From an optimization exercise on the open Yosys and OpenROAD flow, aimed at small area and a short achievable clock period; shortcuts taken in it are not production practice.
The RTL was checked by simulation tests, not by an equivalence proof against the original design.
Power is estimated from default activity; no workload was simulated.

== lane 3 ==
==> flow/design.v <==
module sdram_host_responder #(
   parameter int unsigned ACK_LAT    = 3,
   parameter logic [22:0] FAULT_ADDR = 23'h000010,
   parameter logic [15:0] FAULT_XOR  = 16'h0001
) (
   input  logic        CLOCK_50,
   input  logic        RESET,
   input  logic [22:0] ADDR,
   input  logic        WR,
   input  logic        RD,
   input  logic [7:0]  LENGTH,
   input  logic [1:0]  DM,
   input  logic [15:0] DATAIN,
   output logic [15:0] DATAOUT,
   output logic        ACT,
   output logic        DONE,
   output logic        IN_REQ,
   output logic        OUT_VALID
);
   localparam logic [14:0] FA_HI   = FAULT_ADDR[22:8];
   localparam logic [14:0] FA_HIM1 = FAULT_ADDR[22:8] - 15'd1;
   localparam logic [7:0]  FA_LO   = FAULT_ADDR[7:0];
   logic       busy_q;                
   logic       w1_q, w2_q;            
   logic       w3w_q, w3r_q;          
   logic       wb_q, rb_q, rl_q;      
   logic       wl_q, rd2_q, rel_q;    
   logic       done_i;
   logic       act_o, inreq_o, done_o, valid_o;
   logic [15:0] dout_o;
   logic       wr_q;
   logic [7:0] len_q;                 
   logic [1:0] dm_q;
   logic [7:0] lo_q;                  
   logic       hz_q, ho_q;            
   logic       req, last;
   logic       wb_d, rb_d, done_d;
   assign req    = WR | RD;
   assign last   = (len_q[7:1] == 7'd0);
   assign wb_d   = w3w_q || (wb_q && !last);
   assign rb_d   = w3r_q || (rb_q && !last);
   assign done_d = (wb_q && last) || rl_q;
   assign done_i = wl_q || rd2_q;
   always_ff @(posedge CLOCK_50 or posedge RESET) begin
      if (RESET) begin
         busy_q  <= 1'b0;
         w1_q    <= 1'b0;
         w2_q    <= 1'b0;
         w3w_q   <= 1'b0;
         w3r_q   <= 1'b0;
         wb_q    <= 1'b0;
         rb_q    <= 1'b0;
         rl_q    <= 1'b0;
         wl_q    <= 1'b0;
         rd2_q   <= 1'b0;
         rel_q   <= 1'b0;
         act_o   <= 1'b0;
         inreq_o <= 1'b0;
         done_o  <= 1'b0;
         valid_o <= 1'b0;
      end else begin
         busy_q  <= busy_q ? !(rel_q && !req) : req;
         w1_q    <= !busy_q && req;
         w2_q    <= w1_q;
         w3w_q   <= w2_q && wr_q;
         w3r_q   <= w2_q && !wr_q;
         wb_q    <= wb_d;
         rb_q    <= rb_d;
         rl_q    <= rb_q && last;
         wl_q    <= wb_q && last;
         rd2_q   <= rl_q;
         rel_q   <= done_i || (rel_q && req);
         act_o   <= w2_q;
         inreq_o <= w3w_q || (inreq_o && !last);
         done_o  <= done_d;
         valid_o <= rb_q;
      end
   end
   always_ff @(posedge CLOCK_50) begin
      if (!busy_q) begin
         wr_q  <= WR;
         len_q <= LENGTH;
         dm_q  <= DM;
         lo_q  <= ADDR[7:0];
         hz_q  <= (ADDR[22:8] == FA_HI);
         ho_q  <= (ADDR[22:8] == FA_HIM1);
      end else if (wb_q || rb_q) begin
         len_q <= len_q - 8'd1;
      end
   end
   logic [2:0] ph;                    
   always_ff @(posedge CLOCK_50) ph <= ph + 3'd1;
   logic        rdmode;
   logic [15:0] tap;
   logic [2:0]  wj_q;                 
   logic [15:0] c_q [4];
   logic [1:0]  cb_q [4];
   logic [1:0]  be_in;
   logic [15:0] wx_in;
   logic [2:0]  phj;
   assign rdmode = busy_q && !wr_q;
   assign phj    = ph + wj_q;
   assign be_in  = wb_q ? ~dm_q : 2'b00;
   assign wx_in  = {be_in[1] ? ~(DATAIN[15:8] ^ {8{phj[2]}}) : 8'hFF,
                    be_in[0] ? ~(DATAIN[7:0]  ^ {8{phj[2]}}) : 8'hFF};
   always_ff @(posedge CLOCK_50) begin
      c_q[0]  <= rdmode ? tap : wx_in;
      cb_q[0] <= (wj_q == 3'd4) ? be_in : 2'b00;
      for (int k = 1; k < 3; k++) begin
         c_q[k]  <= (!rdmode && wj_q == 3'(4 - k)) ? wx_in : c_q[k-1];
         cb_q[k] <= (!rdmode && wj_q == 3'(4 - k)) ? be_in : cb_q[k-1];
      end
      c_q[3]  <= (!rdmode && wj_q == 3'd1) ? wx_in
                 : c_q[2] | {{8{!cb_q[2][1]}}, {8{!cb_q[2][0]}}};
      cb_q[3] <= (!rdmode && wj_q == 3'd1) ? be_in : cb_q[2];
   end
   logic [1:0] jm1;
   logic [7:0] wa0;
   logic [1:0] jm1_q;
   logic [5:0] wa0_q;
   logic [5:0] wptr_q, wptr_d;
   logic [7:0] wlo_q, whi_q;          
   assign jm1    = lo_q[1:0] - ph[1:0];
   assign wa0    = lo_q - {6'd0, jm1} - 8'd1;
   assign wptr_d = w3w_q             ? wa0_q :
                   (ph[1:0] == 2'd2) ? wptr_q + 6'd1 : wptr_q;
   always_ff @(posedge CLOCK_50) begin
      jm1_q  <= jm1;
      wa0_q  <= wa0[7:2];
      wptr_q <= wptr_d;
      if (w3w_q) wj_q <= {1'b0, jm1_q} + 3'd1;
      for (int b = 0; b < 8; b++) begin
         wlo_q[b] <= (wptr_d[2:0] == 3'(b));
         whi_q[b] <= (wptr_d[5:3] == 3'(b));
      end
   end
   logic [15:0] wx;
   logic [1:0]  wbe;
   assign wbe = cb_q[3];
   assign wx  = c_q[3];
   logic [15:0] s0 [64];
   logic [15:0] s1 [64];
   logic [15:0] s2 [64];
   logic [15:0] s3 [64];
   for (genvar r = 0; r < 64; r++) begin : g_ring
      logic hit, g_hi, g_lo;
      assign hit  = whi_q[r / 8] && wlo_q[r % 8];
      assign g_hi = hit && wbe[1];
      assign g_lo = hit && wbe[0];
      always_ff @(posedge CLOCK_50) begin
         s0[r][15:8] <= ~((s3[r][15:8] | {8{g_hi}}) & (wx[15:8] | {8{!hit}}));
         s0[r][7:0]  <= ~((s3[r][7:0]  | {8{g_lo}}) & (wx[7:0]  | {8{!hit}}));
         s1[r] <= s0[r];
         s2[r] <= s1[r];
         s3[r] <= s2[r];
      end
   end
   logic [63:0] rsel_q, rsel_d, adec, sel1;
   logic [1:0]  t0_q;
   logic [1:0]  ph1;
   logic        up, down, step;
   logic [15:0] rp_q [8];
   logic [15:0] rt, rtc;
   logic        pa_q, pb_q;           
   logic [15:0] pd;
   logic [8:0]  oa_q, oa_d;           
   logic        fault_d;
   logic [15:0] md_q, mf_q;           
   assign ph1  = ph[1:0] + 2'd1;
   assign up   = (ADDR[1:0] == 2'd3) && (ph1 == 2'd0);
   assign down = ({1'b0, ph1} > {1'b0, ADDR[1:0]} + 3'd1);
   assign step = (ph[1:0] == 2'd3);
   always_comb begin
      for (int r = 0; r < 64; r++) adec[r] = (ADDR[7:2] == 6'(r));
      for (int r = 0; r < 64; r++)
         rsel_d[r] = (!busy_q && !up && !down && adec[r]) ||
                     (!busy_q && up && adec[(r + 63) % 64]) ||
                     (!busy_q && down && adec[(r + 1) % 64]) ||
                     (busy_q && step && rsel_q[(r + 63) % 64]) || (busy_q && !step && rsel_q[r]);
      for (int r = 0; r < 64; r++) sel1[r] = busy_q ? rsel_q[r] : adec[r];
   end
   always_ff @(posedge CLOCK_50) begin
      rsel_q <= rsel_d;
      pa_q   <= ph[2];
      pb_q   <= pa_q;
      if (!busy_q) t0_q <= ADDR[1:0] - ph[1:0];
   end
   always_ff @(posedge CLOCK_50) begin
      for (int g = 0; g < 8; g++) begin
         logic [15:0] acc;
         acc = '0;
         for (int r = 8 * g; r < 8 * g + 8; r++) acc = acc | ({16{sel1[r]}} & s0[r]);
         rp_q[g] <= acc;
      end
   end
   assign rt  = rp_q[0] | rp_q[1] | rp_q[2] | rp_q[3] | rp_q[4] | rp_q[5] | rp_q[6] | rp_q[7];
   assign rtc = rt ^ {16{pb_q}};
   assign tap = rtc;
   always_comb begin
      case (t0_q)
         2'd0:    pd = c_q[2];
         2'd1:    pd = c_q[1];
         default: pd = c_q[0];
      endcase
   end
   assign oa_d    = w3r_q ? {1'b0, lo_q} : rb_q ? oa_q + 9'd1 : oa_q;
   assign fault_d = (hz_q && oa_d == {1'b0, FA_LO}) || (ho_q && oa_d == {1'b1, FA_LO});
   always_ff @(posedge CLOCK_50) begin
      oa_q <= oa_d;
      md_q <= {16{pa_q}} ^ (fault_d ? FAULT_XOR : 16'h0000);
      mf_q <= fault_d ? FAULT_XOR : 16'h0000;
   end
   always_ff @(posedge CLOCK_50 or posedge RESET) begin
      if (RESET)     dout_o <= '0;
      else if (rb_q) dout_o <= (t0_q == 2'd3) ? (rt ^ md_q) : (pd ^ mf_q);
   end
   assign ACT       = act_o;
   assign IN_REQ    = inreq_o;
   assign DONE      = done_o;
   assign OUT_VALID = valid_o;
   assign DATAOUT   = dout_o;
endmodule
Settings: LEC_CHECK=0, CAP_MARGIN=20, CORE_MARGIN=2, CORE_UTILIZATION=55, CTS_CLUSTER_DIAMETER=80, CTS_CLUSTER_SIZE=24, SETUP_SLACK_MARGIN=3.2, SLEW_MARGIN=20; clock period 5.8 ns.
run.sh (not shown) runs the stock make flow with config.mk's settings and CLKGATE_MAP_FILE= SYNTH_SCRIPT=/design/flow/synth_recipe.tcl, a recipe that flattens the netlist after the stock synthesis.
#### Input delta (lane 5 over lane 3)
diff --git a/flow/design.v b/flow/design.v
--- a/flow/design.v
+++ b/flow/design.v
@@ -117,17 +117,13 @@
    logic [1:0] jm1;
    logic [7:0] wa0;
-   logic [1:0] jm1_q;
-   logic [5:0] wa0_q;
    logic [5:0] wptr_q, wptr_d;
    logic [7:0] wlo_q, whi_q;          
-   assign jm1    = lo_q[1:0] - ph[1:0];
+   assign jm1    = lo_q[1:0] - ph[1:0] + 2'd1;
    assign wa0    = lo_q - {6'd0, jm1} - 8'd1;
-   assign wptr_d = w3w_q             ? wa0_q :
+   assign wptr_d = w3w_q             ? wa0[7:2] :
                    (ph[1:0] == 2'd2) ? wptr_q + 6'd1 : wptr_q;
    always_ff @(posedge CLOCK_50) begin
-      jm1_q  <= jm1;
-      wa0_q  <= wa0[7:2];
       wptr_q <= wptr_d;
-      if (w3w_q) wj_q <= {1'b0, jm1_q} + 3'd1;
+      if (w3w_q) wj_q <= {1'b0, jm1} + 3'd1;
       for (int b = 0; b < 8; b++) begin
          wlo_q[b] <= (wptr_d[2:0] == 3'(b));
@@ -160,5 +156,5 @@
    logic [1:0]  ph1;
    logic        up, down, step;
-   logic [15:0] rp_q [8];
+   logic [15:0] rp_q [4];
    logic [15:0] rt, rtc;
    logic        pa_q, pb_q;           
@@ -187,12 +183,12 @@
    end
    always_ff @(posedge CLOCK_50) begin
-      for (int g = 0; g < 8; g++) begin
+      for (int g = 0; g < 4; g++) begin
          logic [15:0] acc;
          acc = '0;
-         for (int r = 8 * g; r < 8 * g + 8; r++) acc = acc | ({16{sel1[r]}} & s0[r]);
+         for (int r = 16 * g; r < 16 * g + 16; r++) acc = acc | ({16{sel1[r]}} & s0[r]);
          rp_q[g] <= acc;
       end
    end
-   assign rt  = rp_q[0] | rp_q[1] | rp_q[2] | rp_q[3] | rp_q[4] | rp_q[5] | rp_q[6] | rp_q[7];
+   assign rt  = rp_q[0] | rp_q[1] | rp_q[2] | rp_q[3];
    assign rtc = rt ^ {16{pb_q}};
    assign tap = rtc;
==> comparison <==
- Across lane 3 and lane 5, the outcome is the same: a clean finish for every run.
- In lane 5 the post-route non-filler standard cell count turned out 140 lower than in lane 3.
- Looking at final period demand of the worst path, lane 5 sits 27 ps higher than lane 3 does.
- For the number of multi-input combinational cells in the layout, lane 5 came in 2.2% lower than lane 3 did.
- Going from lane 3 to lane 5, met1 global-route usage now larger, part of the power in combinational logic now larger, count of cells along the worst register-to-register path now larger.

## port drivers added, routing unchanged
No port has a modelled driver above. Below, the same layouts with a new extraction and two added sets of constraints. Step 1: set_driving_cell puts a clkbuf_16 on CLOCK_50 and a buf_2 on each other input, an assumption about the parent block. Step 2 adds t to the input delays and takes it off the output delays; t is the mean of the earliest and latest rising clock arrival at the registers after step 1. Input paths then give back, and output paths get back, about the clock's delay inside the block. Three values: ideal, step 1, step 2; two values: the first two.
run	t, ns	setup slack, ns	slew at the worst register clock pin (ns)
lane 3	0.965	3.146 / 3.114 / 2.165	0.10 / 0.10
lane 5	0.954	3.119 / 3.036 / 2.273	0.10 / 0.10
After both steps setup and hold are still met in every run listed. The setup slack of lane 3, which loses most, moves by -0.032 ns with the drivers and by -0.981 ns with both steps.
